From an optimization exercise on the open Yosys and OpenROAD flow, aimed at small area, a short achievable clock period and few clock cycles; shortcuts taken in it are not production practice.
Only simulation tests tie the RTL to the original design; equivalence was not proved.

// quad_photodiode_stepper_centering
module quad_photodiode_stepper_centering (
    input  logic                              aclk,
    input  logic                              aresetn,
    input  logic                              s_tvalid,
    output logic                              s_tready,
    input  logic [qpsc_pkg::IN_DATA_W-1:0]    s_tdata,   
    input  logic                              s_tuser,   
    output logic                              m_tvalid,
    input  logic                              m_tready,
    output logic [qpsc_pkg::OUT_DATA_W-1:0]   m_tdata,   
    input  logic                              cfg_we,
    input  logic [qpsc_pkg::CFG_IDX_W-1:0]    cfg_index,
    input  logic [qpsc_pkg::CFG_W-1:0]        cfg_wdata
);
==> flow/config.mk <==
export PLATFORM = sky130hd
export DESIGN_NAME = quad_photodiode_stepper_centering
export DESIGN_NICKNAME = quad_photodiode_stepper_centering
export VERILOG_FILES = /design/flow/design.v
export SDC_FILE = /design/flow/constraint.sdc
export NUM_CORES = 4
export LEC_CHECK = 0
export CAP_MARGIN = 20
export CORE_MARGIN = 2
export CORE_UTILIZATION = 70
export CTS_CLUSTER_DIAMETER = 150
export CTS_CLUSTER_SIZE = 20
export SLEW_MARGIN = 50
export SYNTH_HIERARCHICAL = 1
export SYNTH_MINIMUM_KEEP_SIZE = 0
==> flow/constraint.sdc <==
create_clock -name core_clock -period 12.5 [get_ports {aclk}]
set_input_delay 2.5000 -clock core_clock [delete_from_list [all_inputs] [get_ports {aclk}]]
set_output_delay 2.5000 -clock core_clock [all_outputs]
set_load 0.01 [all_outputs]
run.sh (not shown) runs the stock make flow with config.mk's settings and CLKGATE_MAP_FILE= SYNTH_SCRIPT=/design/flow/synth_recipe.tcl, a recipe that flattens the netlist after the stock synthesis.
The starting point produced a clean layout.
Testbench counts at the start, summed over its fixed seeds: cycles 32,256.
Rerun with:
- CORE_UTILIZATION: 70 -> 60
- SLEW_MARGIN: 50 -> 80
Effect: The changed run completed without violations. Global-route usage is lower by 3.7 points. Non-clock buffer count is higher by 66. Cell area is higher by a little under a tenth.
Rerun with:
- CTS_CLUSTER_DIAMETER: 150 -> 200
- CTS_CLUSTER_SIZE: 20 -> 24
- SLEW_MARGIN: 80 -> 60
- non-clock buffer count fell by 64
- area after synthesis is unchanged
- via count decreases by 2.8%
- global-route usage came out lower by 0.58 points
- synthesized cell count does not change
- worst hold slack barely changes
- wire length goes down by 3.1%
Rerun with:
- CORE_UTILIZATION: 60 -> 70
After rerunning:
- The changed run completed without violations
- first-iteration DRC count climbs by 37%
- setup slack is about the same
- cell area fell by 0.49%
- die area decreases by 14%
- cell count drops by 2.5%
- clock skew increases by 0.025 ns

========
quad_photodiode_stepper_centering again, from the RTL that the note above started with.
==> flow/design.v (excerpt) <==
module quad_photodiode_stepper_centering (
    input  logic                              aclk,
    input  logic                              aresetn,
    input  logic                              s_tvalid,
    output logic                              s_tready,
    input  logic [qpsc_pkg::IN_DATA_W-1:0]    s_tdata,   
    input  logic                              s_tuser,   
    output logic                              m_tvalid,
    input  logic                              m_tready,
    output logic [qpsc_pkg::OUT_DATA_W-1:0]   m_tdata,   
    input  logic                              cfg_we,
    input  logic [qpsc_pkg::CFG_IDX_W-1:0]    cfg_index,
    input  logic [qpsc_pkg::CFG_W-1:0]        cfg_wdata
);
clock: 12.5 ns
lec_check: 0
cap_margin: 20
core_margin: 2
core_utilization: 60
cts_cluster_diameter: 150
cts_cluster_size: 20
slew_margin: 40
synth_hierarchical: 1
synth_minimum_keep_size: 0
The starting point ran to the end with no violations.
Testbench counts at the start, summed over its fixed seeds: cycles 32,256.
Rerun with:
--- a/flow/config.mk
+++ b/flow/config.mk
@@ -9,6 +9,6 @@
 export CORE_MARGIN = 2
-export CORE_UTILIZATION = 60
+export CORE_UTILIZATION = 70
 export CTS_CLUSTER_DIAMETER = 150
 export CTS_CLUSTER_SIZE = 20
-export SLEW_MARGIN = 40
+export SLEW_MARGIN = 70
 export SYNTH_HIERARCHICAL = 1
Outcome: The new run finished clean; critical path depth rises by 7; setup slack gets better by 0.20 ns; fmax rose by 4.9%; final cell count fell by 2.3%; final area rises by 1.1%; worst hold slack stays flat; routed wire length came out lower by 1.2%; register-to-register slack gains 0.29 ns; utilization is higher by 12 points; non-clock buffer count climbs by 7.

## what the ideal ports hide
Ports are ideal in the flow. The routed layouts listed here were re-timed in OpenROAD.
Step 1 assumes that a clkbuf_16 drives the clock port and a buf_2 every other input.
Step 2 times the ports against the registers' clock, not the clock port: input delays grow and output delays shrink by t, the midpoint of the rising clock arrivals with the driver on.
a / b / c = ideal / step 1 / step 2; a / b = the first two.
run	t, ns	slack for setup (ns)	worst setup path at the end
the first run of note 1	0.554	8.372 / 8.319 / 7.867	input to register
the second run of note 1	0.567	8.325 / 8.325 / 7.835	input to register
the third run of note 1	0.540	8.358 / 8.339 / 7.848	input to register
the fourth run of note 1	0.547	8.356 / 8.333 / 7.838	input to register
the first run of note 2	0.551	8.157 / 8.185 / 7.634	input to register
the second run of note 2	0.554	8.360 / 8.329 / 7.836	input to register
After both steps setup and hold are still met in every run listed. For the second run of note 2, which loses most, drivers alone change the setup slack by -0.031 ns; drivers and shift together by -0.524 ns.
